Background: an optimization exercise with open tools, aiming at small area and a short achievable clock period. Do not read the settings as production practice.
Only the layout flow was run in this run; the RTL was not checked for function there.
Power is estimated from default activity; no workload was simulated.

## flow/flow/run.sh

```bash
#!/bin/bash
set -euo pipefail
export BUFFER_PORTS_ARGS="-buffer_cell sky130_fd_sc_hd__buf_1"
export CTS_ARGS="-sink_clustering_enable -repair_clock_nets -dont_use_dummy_load -sink_clustering_size 20 -sink_clustering_max_diameter 100 -buf_list {sky130_fd_sc_hd__clkbuf_8 sky130_fd_sc_hd__clkbuf_16}"
export SETUP_SLACK_MARGIN=5.5
bash standard.sh > standard.log 2>&1
```

## flow/standard.sh

```bash
#!/bin/bash
# synth_recipe.tcl (not shown) runs the flow's synth.tcl, then flattens the netlist and writes it again
# the make line also repeats each setting of config.mk as NAME=value (left out here)
make -C /OpenROAD-flow-scripts/flow DESIGN_CONFIG=/design/flow/config.mk WORK_HOME=/design/flow/orfs CLKGATE_MAP_FILE= SYNTH_SCRIPT=/design/flow/synth_recipe.tcl "${@:-finish}"
```

## flow/config.mk

```make
export PLATFORM = sky130hd
export DESIGN_NAME = osiris_id_ex
export DESIGN_NICKNAME = osiris_id_ex
export VERILOG_FILES = /design/flow/design.v
export SDC_FILE = /design/flow/constraint.sdc
export NUM_CORES = 4
export LEC_CHECK = 0
export CAP_MARGIN = 20
export CORE_MARGIN = 2
export CORE_UTILIZATION = 60
export PLACE_DENSITY = 0.7
export SLEW_MARGIN = 20
```

## flow/constraint.sdc

```tcl
create_clock -name core_clock -period 8.5 [get_ports {i_clk}]
set_input_delay 1.7000 -clock core_clock [delete_from_list [all_inputs] [get_ports {i_clk}]]
set_output_delay 1.7000 -clock core_clock [all_outputs]
set_load 0.01 [all_outputs]
```

## flow/design.v

```verilog
package osiris_pkg;
    localparam int XLEN_DEF = 32;
    localparam logic [4:0] OPC_LOAD     = 5'b00000;
    localparam logic [4:0] OPC_MISC_MEM = 5'b00011;
    localparam logic [4:0] OPC_OP_IMM   = 5'b00100;
    localparam logic [4:0] OPC_AUIPC    = 5'b00101;
    localparam logic [4:0] OPC_STORE    = 5'b01000;
    localparam logic [4:0] OPC_OP       = 5'b01100;
    localparam logic [4:0] OPC_LUI      = 5'b01101;
    localparam logic [4:0] OPC_BRANCH   = 5'b11000;
    localparam logic [4:0] OPC_JALR     = 5'b11001;
    localparam logic [4:0] OPC_JAL      = 5'b11011;
endpackage
module if_id_reg #(
    parameter int CW = 16
) (
    input  logic          i_clk,
    input  logic          i_rst_n,
    input  logic          i_flush,
    input  logic          i_valid,
    input  logic [CW-1:0] i_ctrl,
    input  logic [4:0]    i_rd,
    input  logic [31:0]   i_p,
    input  logic [31:0]   i_g,
    input  logic [31:0]   i_pc,
    input  logic [31:0]   i_rs2,
    output logic          o_valid,
    output logic [CW-1:0] o_ctrl,
    output logic [4:0]    o_rd,
    output logic [31:0]   o_p,
    output logic [31:0]   o_g,
    output logic [31:0]   o_pc,
    output logic [31:0]   o_rs2
);
    always_ff @(posedge i_clk or negedge i_rst_n) begin
        if (!i_rst_n) o_valid <= 1'b0;
        else          o_valid <= i_valid & ~i_flush;
    end
    always_ff @(posedge i_clk) begin
        o_ctrl <= i_ctrl;
        o_rd   <= i_rd;
        o_p    <= i_p;
        o_g    <= i_g;
        o_pc   <= i_pc;
        o_rs2  <= i_rs2;
    end
endmodule
module op_decoder (
    input  logic [4:0] i_op,
    input  logic [2:0] i_funct_3,
    input  logic       i_funct_7_5,
    output logic       o_a_pc,      
    output logic       o_a_rs1,     
    output logic       o_a_rev,     
    output logic       o_shift,     
    output logic       o_b_rs2,     
    output logic       o_imm_i,
    output logic       o_imm_s,
    output logic       o_imm_b,
    output logic       o_imm_u,
    output logic       o_imm_j,
    output logic [2:0] o_fn,        
    output logic       o_sub,
    output logic       o_sra,
    output logic       o_jalr,
    output logic       o_jump,
    output logic       o_branch,
    output logic       o_reg_write,
    output logic       o_load,
    output logic       o_store,
    output logic       o_fence
);
    logic load, store, op_imm, op, lui, auipc, branch, jal, jalr, fence, alu;
    assign load   = (i_op == osiris_pkg::OPC_LOAD);
    assign store  = (i_op == osiris_pkg::OPC_STORE);
    assign op_imm = (i_op == osiris_pkg::OPC_OP_IMM);
    assign op     = (i_op == osiris_pkg::OPC_OP);
    assign lui    = (i_op == osiris_pkg::OPC_LUI);
    assign auipc  = (i_op == osiris_pkg::OPC_AUIPC);
    assign branch = (i_op == osiris_pkg::OPC_BRANCH);
    assign jal    = (i_op == osiris_pkg::OPC_JAL);
    assign jalr   = (i_op == osiris_pkg::OPC_JALR);
    assign fence  = (i_op == osiris_pkg::OPC_MISC_MEM);
    assign alu    = op | op_imm;
    assign o_a_pc      = auipc | jal | branch;
    assign o_a_rev     = alu & (i_funct_3 == 3'b001);
    assign o_shift     = alu & (i_funct_3[1:0] == 2'b01);
    assign o_a_rs1     = ~(auipc | jal | branch | lui) & ~o_a_rev;
    assign o_b_rs2     = op;
    assign o_imm_s     = store;
    assign o_imm_b     = branch;
    assign o_imm_u     = lui | auipc;
    assign o_imm_j     = jal;
    assign o_imm_i     = ~(store | branch | lui | auipc | jal);
    assign o_fn        = (alu | branch) ? i_funct_3 : 3'b000;
    assign o_sub       = (op & i_funct_7_5 & (i_funct_3 == 3'b000)) |
                         (alu & (i_funct_3[2:1] == 2'b01));
    assign o_sra       = i_funct_7_5;
    assign o_jalr      = jalr;
    assign o_jump      = jal | jalr;
    assign o_branch    = branch;
    assign o_reg_write = load | op_imm | op | lui | auipc | jal | jalr;
    assign o_load      = load;
    assign o_store     = store;
    assign o_fence     = fence;
endmodule
module alu_decoder (
    input  logic [31:0] i_rs1,
    input  logic [31:0] i_rs2,
    input  logic [31:0] i_pc,
    input  logic [31:0] i_imm,
    input  logic        i_a_pc,
    input  logic        i_a_rs1,
    input  logic        i_a_rev,
    input  logic        i_b_rs2,
    input  logic        i_sub,
    input  logic        i_shift,
    output logic [31:0] o_p,
    output logic [31:0] o_g
);
    logic [31:0] rs1_rev, a, b;
    for (genvar i = 0; i < 32; i++) begin : g_rev
        assign rs1_rev[i] = i_rs1[31-i];
    end
    assign a = ({32{i_a_pc}} & i_pc) | ({32{i_a_rs1}} & i_rs1) |
               ({32{i_a_rev}} & rs1_rev);
    assign b = i_shift ? 32'd0 : ((i_b_rs2 ? i_rs2 : i_imm) ^ {32{i_sub}});
    assign o_p = a ^ b;
    assign o_g = a & b;
endmodule
module control_unit (
    input  logic [31:0] i_rs1,
    input  logic [31:0] i_rs2,
    output logic [8:0]  o_cmp,
    input  logic [8:0]  i_cmp,
    input  logic [2:0]  i_funct_3,
    input  logic        i_go,
    input  logic        i_branch,
    input  logic        i_jump,
    input  logic        i_reg_write,
    input  logic        i_load,
    input  logic        i_store,
    input  logic        i_fence,
    output logic        o_reg_write,
    output logic        o_mem_write,
    output logic [1:0]  o_result_src,
    output logic        o_fence,
    output logic        o_pc_src
);
    logic [31:0] e, l;
    logic [3:0]  byte_eq, byte_lt;
    logic        top_lt_s;
    assign e = ~(i_rs1 ^ i_rs2);
    assign l = ~i_rs1 & i_rs2;
    always_comb begin
        for (int b = 0; b < 4; b++) begin
            byte_lt[b] = 1'b0;
            byte_eq[b] = 1'b1;
            for (int i = 8*b; i < 8*b + 8; i++) begin
                byte_lt[b] = l[i] | (e[i] & byte_lt[b]);
                byte_eq[b] = byte_eq[b] & e[i];
            end
        end
        top_lt_s = 1'b0;
        for (int i = 24; i < 31; i++) top_lt_s = l[i] | (e[i] & top_lt_s);
        top_lt_s = (i_rs1[31] & ~i_rs2[31]) | (e[31] & top_lt_s);
    end
    assign o_cmp = {top_lt_s, byte_lt, byte_eq};
    logic [3:0] q_eq, q_lt;
    logic       q_lt_s, lo_lt, eq, lt, ltu, taken;
    assign q_eq   = i_cmp[3:0];
    assign q_lt   = i_cmp[7:4];
    assign q_lt_s = i_cmp[8];
    assign lo_lt = q_lt[2] | (q_eq[2] & (q_lt[1] | (q_eq[1] & q_lt[0])));
    assign eq    = &q_eq;
    assign ltu   = q_lt[3] | (q_eq[3] & lo_lt);
    assign lt    = q_lt_s  | (q_eq[3] & lo_lt);
    assign taken = i_funct_3[2] ? ((i_funct_3[1] ? ltu : lt) ^ i_funct_3[0])
                                : (eq ^ (~i_funct_3[1] & i_funct_3[0]));
    assign o_reg_write  = i_go & i_reg_write;
    assign o_mem_write  = i_go & i_store;
    assign o_result_src = {i_go & i_jump, i_go & i_load};
    assign o_fence      = i_go & i_fence;
    assign o_pc_src     = i_go & (i_jump | (i_branch & taken));
endmodule
module imm_extend (
    input  logic [31:7] i_instr,
    input  logic        i_imm_i,
    input  logic        i_imm_s,
    input  logic        i_imm_b,
    input  logic        i_imm_u,
    input  logic        i_imm_j,
    output logic [31:0] o_imm
);
    logic [31:0] imm_i, imm_s, imm_b, imm_u, imm_j;
    assign imm_i = {{20{i_instr[31]}}, i_instr[31:20]};
    assign imm_s = {{20{i_instr[31]}}, i_instr[31:25], i_instr[11:7]};
    assign imm_b = {{20{i_instr[31]}}, i_instr[7], i_instr[30:25], i_instr[11:8], 1'b0};
    assign imm_u = {i_instr[31:12], 12'b0};
    assign imm_j = {{12{i_instr[31]}}, i_instr[19:12], i_instr[20], i_instr[30:21], 1'b0};
    assign o_imm = ({32{i_imm_i}} & imm_i) | ({32{i_imm_s}} & imm_s) |
                   ({32{i_imm_b}} & imm_b) | ({32{i_imm_u}} & imm_u) |
                   ({32{i_imm_j}} & imm_j);
endmodule
module id_ex_reg (
    input  logic        i_clk,
    input  logic        i_valid,
    input  logic        i_reg_write,
    input  logic        i_mem_write,
    input  logic [1:0]  i_result_src,
    input  logic        i_fence,
    input  logic        i_pc_src,
    input  logic [31:0] i_result,
    input  logic [31:0] i_pc_plus4,
    input  logic [31:0] i_store_data,
    input  logic [4:0]  i_rd,
    output logic        o_valid,
    output logic        o_reg_write,
    output logic        o_mem_write,
    output logic [1:0]  o_result_src,
    output logic        o_fence,
    output logic        o_pc_src,
    output logic [31:0] o_result,
    output logic [31:0] o_pc_plus4,
    output logic [31:0] o_store_data,
    output logic [4:0]  o_rd
);
    always_ff @(posedge i_clk) begin
        o_valid      <= i_valid;
        o_reg_write  <= i_reg_write;
        o_mem_write  <= i_mem_write;
        o_result_src <= i_result_src;
        o_fence      <= i_fence;
        o_pc_src     <= i_pc_src;
        o_result     <= i_result;
        o_pc_plus4   <= i_pc_plus4;
        o_store_data <= i_store_data;
        o_rd         <= i_rd;
    end
endmodule
module ex_stage (
    input  logic [31:0] i_p,        
    input  logic [31:0] i_g,        
    input  logic [4:0]  i_shamt,
    input  logic [2:0]  i_fn,
    input  logic        i_sub,
    input  logic        i_sra,
    input  logic        i_clr0,
    input  logic        i_branch,   
    input  logic [31:0] i_pc,
    output logic [31:0] o_result,
    output logic [31:0] o_pc_plus4
);
    logic [32:0] sum;
    logic        lt_c1, lt_c0;
    logic        f_add, f_sll, f_slt, f_sltu, f_sr, s_p, s_g;
    logic [31:0] sh_out, sh_rev;
    logic [32:0] sh_ext;
    logic [31:0] p, g;
    logic [31:0] gs [6];
    logic [31:0] ps [6];
    assign p = i_p;
    assign g = i_g;
    always_comb begin
        gs[0] = g;
        ps[0] = p;
        gs[0][0] = g[0] | (p[0] & i_sub);
        for (int k = 0; k < 5; k++) begin
            gs[k+1] = gs[k];
            ps[k+1] = ps[k];
            for (int i = 0; i < 32; i++) begin
                if (i >= (1 << k)) begin
                    gs[k+1][i] = gs[k][i] | (ps[k][i] & gs[k][i - (1 << k)]);
                    ps[k+1][i] = ps[k][i] & ps[k][i - (1 << k)];
                end
            end
        end
    end
    assign sum = {1'b0, p ^ {gs[5][30:0], i_sub}};
    assign lt_c1 = (f_slt & g[31]) | (f_sltu & ~(p[31] | g[31]));
    assign lt_c0 = (f_slt & (p[31] | g[31])) | (f_sltu & ~g[31]);
    assign sh_ext = $signed({i_sra & i_fn[2] & p[31], p}) >>> i_shamt;
    assign sh_out = sh_ext[31:0];
    for (genvar i = 0; i < 32; i++) begin : g_rev
        assign sh_rev[i] = sh_out[31-i];
    end
    assign f_add  = i_branch | (i_fn == 3'b000);
    assign f_sll  = ~i_branch & (i_fn == 3'b001);
    assign f_slt  = ~i_branch & (i_fn == 3'b010);
    assign f_sltu = ~i_branch & (i_fn == 3'b011);
    assign f_sr   = ~i_branch & (i_fn == 3'b101);
    assign s_p    = ~i_branch & ((i_fn == 3'b100) | (i_fn == 3'b110));
    assign s_g    = ~i_branch & ((i_fn == 3'b110) | (i_fn == 3'b111));
    logic [31:0] sum_m;
    assign sum_m = {sum[31:1], sum[0] & ~i_clr0};
    assign o_result = ({32{f_add}} & sum_m) | ({32{f_sll}} & sh_rev) |
                      ({32{f_sr}} & sh_out) | ({32{s_p}} & p) | ({32{s_g}} & g) |
                      {31'd0, gs[5][30] ? lt_c1 : lt_c0};
    logic [31:2] inc_c;
    assign inc_c[2] = 1'b1;
    for (genvar i = 3; i < 32; i++) begin : g_inc
        assign inc_c[i] = &i_pc[i-1:2];
    end
    assign o_pc_plus4 = {i_pc[31:2] ^ inc_c, i_pc[1:0]};
endmodule
module osiris_id_ex #(
    parameter int XLEN = osiris_pkg::XLEN_DEF
) (
    input  logic            i_clk,
    input  logic            i_rst_n,
    input  logic            i_valid,
    input  logic [31:0]     i_instr,
    input  logic [XLEN-1:0] i_pc,
    input  logic [XLEN-1:0] i_rs1_data,
    input  logic [XLEN-1:0] i_rs2_data,
    output logic            o_ex_valid,
    output logic [XLEN-1:0] o_ex_alu_result,
    output logic [XLEN-1:0] o_ex_pc_plus4,
    output logic [XLEN-1:0] o_ex_store_data,
    output logic [4:0]      o_ex_rd,
    output logic            o_ex_reg_write,
    output logic            o_ex_mem_write,
    output logic [1:0]      o_ex_result_src,
    output logic            o_ex_fence,
    output logic            o_pc_src,
    output logic [XLEN-1:0] o_pc_target
);
    logic       a_pc, a_rs1, a_rev, b_rs2, shift;
    logic       imm_i, imm_s, imm_b, imm_u, imm_j;
    logic [2:0] fn_if;
    logic       sug_if, srp_if, jalr_if, jump_if, branch_if;
    logic       reg_write_if, load_if, store_if, fence_if;
    logic [8:0] cmp_if;
    op_decoder u_op_decoder (
        .i_op        (i_instr[6:2]),
        .i_funct_3   (i_instr[14:12]),
        .i_funct_7_5 (i_instr[30]),
        .o_a_pc      (a_pc),
        .o_a_rs1     (a_rs1),
        .o_a_rev     (a_rev),
        .o_shift     (shift),
        .o_b_rs2     (b_rs2),
        .o_imm_i     (imm_i),
        .o_imm_s     (imm_s),
        .o_imm_b     (imm_b),
        .o_imm_u     (imm_u),
        .o_imm_j     (imm_j),
        .o_fn        (fn_if),
        .o_sub       (sug_if),
        .o_sra       (srp_if),
        .o_jalr      (jalr_if),
        .o_jump      (jump_if),
        .o_branch    (branch_if),
        .o_reg_write (reg_write_if),
        .o_load      (load_if),
        .o_store     (store_if),
        .o_fence     (fence_if)
    );
    logic [31:0] imm;
    imm_extend u_imm_extend (
        .i_instr (i_instr[31:7]),
        .i_imm_i (imm_i),
        .i_imm_s (imm_s),
        .i_imm_b (imm_b),
        .i_imm_u (imm_u),
        .i_imm_j (imm_j),
        .o_imm   (imm)
    );
    logic [31:0] p_if, g_if;
    alu_decoder u_alu_decoder (
        .i_rs1   (i_rs1_data),
        .i_rs2   (i_rs2_data),
        .i_pc    (i_pc),
        .i_imm   (imm),
        .i_a_pc  (a_pc),
        .i_a_rs1 (a_rs1),
        .i_a_rev (a_rev),
        .i_b_rs2 (b_rs2),
        .i_sub   (sug_if),
        .i_shift (shift),
        .o_p     (p_if),
        .o_g     (g_if)
    );
    localparam int CW = 26;
    logic          v_id, go, pc_src_ex;
    logic [CW-1:0] ctrl_id;
    logic [4:0]    rd_id;
    logic [31:0]   p_id, g_id, pc_id, rs2_id;
    if_id_reg #(.CW(CW)) u_if_id_reg (
        .i_clk   (i_clk),
        .i_rst_n (i_rst_n),
        .i_flush (pc_src_ex),
        .i_valid (i_valid),
        .i_ctrl  ({i_instr[5] ? i_rs2_data[4:0] : i_instr[24:20], cmp_if, branch_if, fence_if, store_if, load_if, reg_write_if,
                   jump_if, jalr_if, srp_if, sug_if, fn_if}),
        .i_rd    (i_instr[11:7]),
        .i_p     (p_if),
        .i_g     (g_if),
        .i_pc    (i_pc),
        .i_rs2   (i_rs2_data),
        .o_valid (v_id),
        .o_ctrl  (ctrl_id),
        .o_rd    (rd_id),
        .o_p     (p_id),
        .o_g     (g_id),
        .o_pc    (pc_id),
        .o_rs2   (rs2_id)
    );
    logic [31:0] result, pc_plus4;
    ex_stage u_ex_stage (
        .i_p        (p_id),
        .i_g        (g_id),
        .i_shamt    (ctrl_id[25:21]),
        .i_fn       (ctrl_id[2:0]),
        .i_sub      (ctrl_id[3]),
        .i_sra      (ctrl_id[4]),
        .i_clr0     (ctrl_id[5]),
        .i_branch   (ctrl_id[11]),
        .i_pc       (pc_id),
        .o_result   (result),
        .o_pc_plus4 (pc_plus4)
    );
    logic       reg_write, mem_write, fence, pc_src;
    logic [1:0] result_src;
    assign go = v_id & ~pc_src_ex;
    control_unit u_control_unit (
        .i_rs1        (i_rs1_data),
        .i_rs2        (i_rs2_data),
        .o_cmp        (cmp_if),
        .i_cmp        (ctrl_id[20:12]),
        .i_funct_3    (ctrl_id[2:0]),
        .i_go         (go),
        .i_branch     (ctrl_id[11]),
        .i_jump       (ctrl_id[6]),
        .i_reg_write  (ctrl_id[7]),
        .i_load       (ctrl_id[8]),
        .i_store      (ctrl_id[9]),
        .i_fence      (ctrl_id[10]),
        .o_reg_write  (reg_write),
        .o_mem_write  (mem_write),
        .o_result_src (result_src),
        .o_fence      (fence),
        .o_pc_src     (pc_src)
    );
    logic [31:0] result_ex;
    id_ex_reg u_id_ex_reg (
        .i_clk        (i_clk),
        .i_valid      (go),
        .i_reg_write  (reg_write),
        .i_mem_write  (mem_write),
        .i_result_src (result_src),
        .i_fence      (fence),
        .i_pc_src     (pc_src),
        .i_result     (result),
        .i_pc_plus4   (pc_plus4),
        .i_store_data (rs2_id),
        .i_rd         (rd_id),
        .o_valid      (o_ex_valid),
        .o_reg_write  (o_ex_reg_write),
        .o_mem_write  (o_ex_mem_write),
        .o_result_src (o_ex_result_src),
        .o_fence      (o_ex_fence),
        .o_pc_src     (pc_src_ex),
        .o_result     (result_ex),
        .o_pc_plus4   (o_ex_pc_plus4),
        .o_store_data (o_ex_store_data),
        .o_rd         (o_ex_rd)
    );
    assign o_pc_src        = pc_src_ex;
    assign o_ex_alu_result = result_ex;
    assign o_pc_target     = result_ex;
endmodule
```

==> summary.txt <==
[power by group]
group	total (mW)	switching [mW]	leakage [nW]	internal, mW
clock	0.761	0.404	0.209	0.357
sequential	1.55	0.151	2.25	1.40
combinational	0.890	0.515	3.89	0.374
total	3.20	1.07	6.35	2.13
[layer usage]
layer | wire length, µm | global-route usage
met4 | 2410 | 0.178
met2 | 19600 | 0.589
met5 | 0 | 0
met3 | 4890 | 0.0786
met1 | 16600 | 0.488
[how the worst max path moves through the flow]
| stage | startpoint | end | slack, ps | depth (start not counted) |
|---|---|---|---|---|
| final | i_instr[4] | u_if_id_reg.o_p[20] | 5230 | 15 |
| after global routing | i_instr[4] | u_if_id_reg.o_p[20] | 5160 | 15 |
| after global placement | i_instr[5] | u_if_id_reg.o_p[16] | 4050 | 13 |
| after detailed placement | i_instr[5] | u_if_id_reg.o_p[16] | 3990 | 13 |
| after CTS | i_instr[4] | u_if_id_reg.o_p[16] | 5370 | 13 |
| after floorplan | i_instr[3] | u_if_id_reg.o_p[14] | 5050 | 9 |
[cell usage in the layout (no fill, tap or decap), drive strengths merged, types with 20 or more instances in the layout]
master	netlist	layout
inv	78	78
a222oi	48	48
a21o	35	35
nor2	99	99
a21oi	87	87
xor2	27	27
xnor2	48	48
clkbuf	65	21
nand2	95	95
nand3	20	20
mux2	23	23
ha	72	72
o211ai	20	20
dfxtp	267	267
buf	62	314
mux2i	30	30
o21ai	94	94
mux4	24	24
[area by class of cell]
type                    count  area (µm²)  share of cell area
repair buffers            320        1700               0.111
well taps                 275         344              0.0224
clock buffers              17         425              0.0277
inverters                  78         298              0.0194
flip-flops and latches    268        5370               0.350
multi-input cells         917        7210               0.470
[worst max-delay path, cell delays in order]
cell and delay, ps:
buf_12 110, nor2b_4 130, nand3_2 100, inv_2 100, nand2_4 60, nand2_4 80
nor2_4 50, nor2_4 140, nor2_4 70, buf_12 140, buf_4 130, buf_6 110
a222oi_1 360, inv_1 100, ha_2 340
[logic make-up after synthesis]
kind of cell | after synthesis | synth area share
flip-flops | 268 | 0.412
multiplexers | 77 | 0.0847
AND/OR/NAND/NOR | 318 | 0.116
adder cells (fa/ha/maj) | 72 | 0.0692
XOR/XNOR | 75 | 0.0504
AO/OA/AOI/OAI | 375 | 0.196
buffers and inverters | 205 | 0.0720
[state kept, by name, summed over array words and instances (netlist names)]
name	count
u_if_id_reg.o_valid	1
u_id_ex_reg.o_fence	1
u_if_id_reg.o_pc	32
u_id_ex_reg.o_store_data	32
u_if_id_reg.o_ctrl	26
u_if_id_reg.o_rd	5
u_id_ex_reg.o_pc_plus4	32
u_if_id_reg.o_p	32
u_id_ex_reg.o_result_src	2
u_id_ex_reg.o_mem_write	1
u_id_ex_reg.o_pc_src	1
u_id_ex_reg.o_result	32
u_id_ex_reg.o_rd	5
u_id_ex_reg.o_valid	1
u_if_id_reg.o_rs2	32
u_id_ex_reg.o_reg_write	1
u_if_id_reg.o_g	32
[synth_stat cells (all sizes together), types with 13 or more instances]
cell type | count | area [µm²]
mux2i | 30 | 300
inv | 78 | 293
clkbuf | 65 | 244
o21ai | 94 | 474
mux4 | 24 | 544
xor2 | 27 | 236
a21o | 35 | 263
and3 | 16 | 100
a21oi | 87 | 435
nor3 | 15 | 85.1
nand4 | 15 | 93.8
nor2b | 16 | 100
buf | 62 | 400
nor2 | 99 | 374
a22oi | 13 | 97.6
nand2 | 95 | 357
dfxtp | 267 | 5350
ha | 72 | 901
xnor2 | 48 | 420
nand3 | 20 | 100
a222oi | 48 | 480
o211ai | 20 | 155
mux2 | 23 | 259
[stage by stage]
step           hold slack (ps)  std cells  cell area, µm²  utilization
6_report                   327       1875           15300        0.725
5_1_grt                    335       1875           15300        0.725
4_1_cts                    326       1867           15100        0.713
3_5_place_dp               314       1821           14000        0.663
3_3_place_gp               310       1821           14000        0.663
2_1_floorplan              310       1390           13300            -
[repair_timing]
item	4_1_cts	5_1_grt
gates cloned	6	0
setup endpoints to repair	68	72
buffers inserted	23	8
resized for setup	78	44
pin swaps	32	43
==> summary.txt <==
site row count 53; total power ~3.2 mW; hold crit path type flop to flop; Worst Setup End Kind flop; Initial DRC Count roughly 1,700; register-to-register setup slack approximately 5600 ps; final worst setup slack 5230 ps; Clock Latency Late Sink 500 ps; Post-synth EDFFs 0; sequential share of the synthesized area 0.412; synthesized area approximately 13,000 µm²; CTS tree built; Antenna diodes 0; minimum clock period 3270 ps; fillers 1,573; Peak Freq between 300 and 400 MHz; pwr dens between 200 and 250 nW/µm²; dpl hpwl 31.3 mm; nets between 1,500 and 2,000; DR WL/cell 23.2 µm; Via-to-Cell Ratio 6.36; die area 22,900 µm²; cells after synthesis 1,390; CP Data Required Time 8940 ps; Clock Path Buffers 3; status timing/DRC/antenna clean; hold path start u_if_id_reg.o_rs2[23]; number of routed nets with antenna violations 0; CTS Root Buffer Type clkbuf_16; path depth of the worst reg2reg path 11; IO Count 271; CP startpoint kind input pin; worst slew pin tran between 1000 and 1500 ps; final clock skew around 23 ps; setup violators final 0; IO buf count around 270; Core Footprint roughly 21,000 µm²; worst hold path depth 0; final wirelength about 43 mm; Avg Cell Area, Syn 9.37 µm²; fin. max-slew vios 0; worst endpoint data arrival time 3710 ps; LEAKAGE 6.35 nW; peak supply drop 0.195 mV; fin crit share 0.385; worst reg2reg path endpoint u_id_ex_reg.o_result[28]; Slew HR 0.258; Hold Crit Endpoint u_id_ex_reg.o_store_data[23]; Critical Path Fanout Max 5; Synth Net Count 1,593; DRC viols 0; RSZ-0062 raised after global routing yes; pin count of the biggest net entering global routing 48; CTS Hold Bufs 0; initial core utilization 0.616; final RePlAce weighted congestion 0.944; Setup CP Type input pin to flop; Initial DRT Pass Iterations 10; post-place setup slack between 3000 and 4000 ps; grt ovf 0; post-synthesis async set-or-reset flop share 0.00373; CTS Sinks approximately 270; Die Y-Extent roughly 150 µm; yosys warns 6; synthesis-to-finish area growth 17.9%; reg2reg start u_if_id_reg.o_p[0]; Main synth FF type dfxtp_1; total CTS buffers 17; CTS HTree Levels 1; MaxCap Viol Count 0; gr usage total 0.373; Seq cells post-synth between 200 and 300; setup tns final 0 ps; number of global-route vias before repair about 11,000; routed vias 11,900; first-pass GRT wire length roughly 65 mm; final count of hold timing violations 0; share of cells above drive strength 1 0.141; synth unique cells 74; Die X 151 µm; antenna violations before repair 0; Worst-path clk slew 80 ps

[port drivers added, routing unchanged]
How much do the figures lean on ideal ports? The routed layout below was timed once more, with nothing changed but the port constraints. Step 1 assumes that a clkbuf_16 drives the clock port and a buf_2 every other input. Step 2 adds t to the input delays and takes it off the output delays; t is the mean of the earliest and latest rising clock arrival at the registers after step 1. Input paths then give back, and output paths get back, about the clock's delay inside the block. Slacks: ideal / step 1 / step 2; pairs: ideal / step 1.
t (ns): 0.540
setup slack, ns: 5.231 / 5.230 / 4.691
hold WS [ns]: 0.327 / 0.327 / 0.327
slew at the worst register clock pin (ns): 0.08 / 0.08
After both steps setup and hold are still met in this run. The setup slack of this run moves by -0.001 ns with the drivers and by -0.540 ns with both steps.
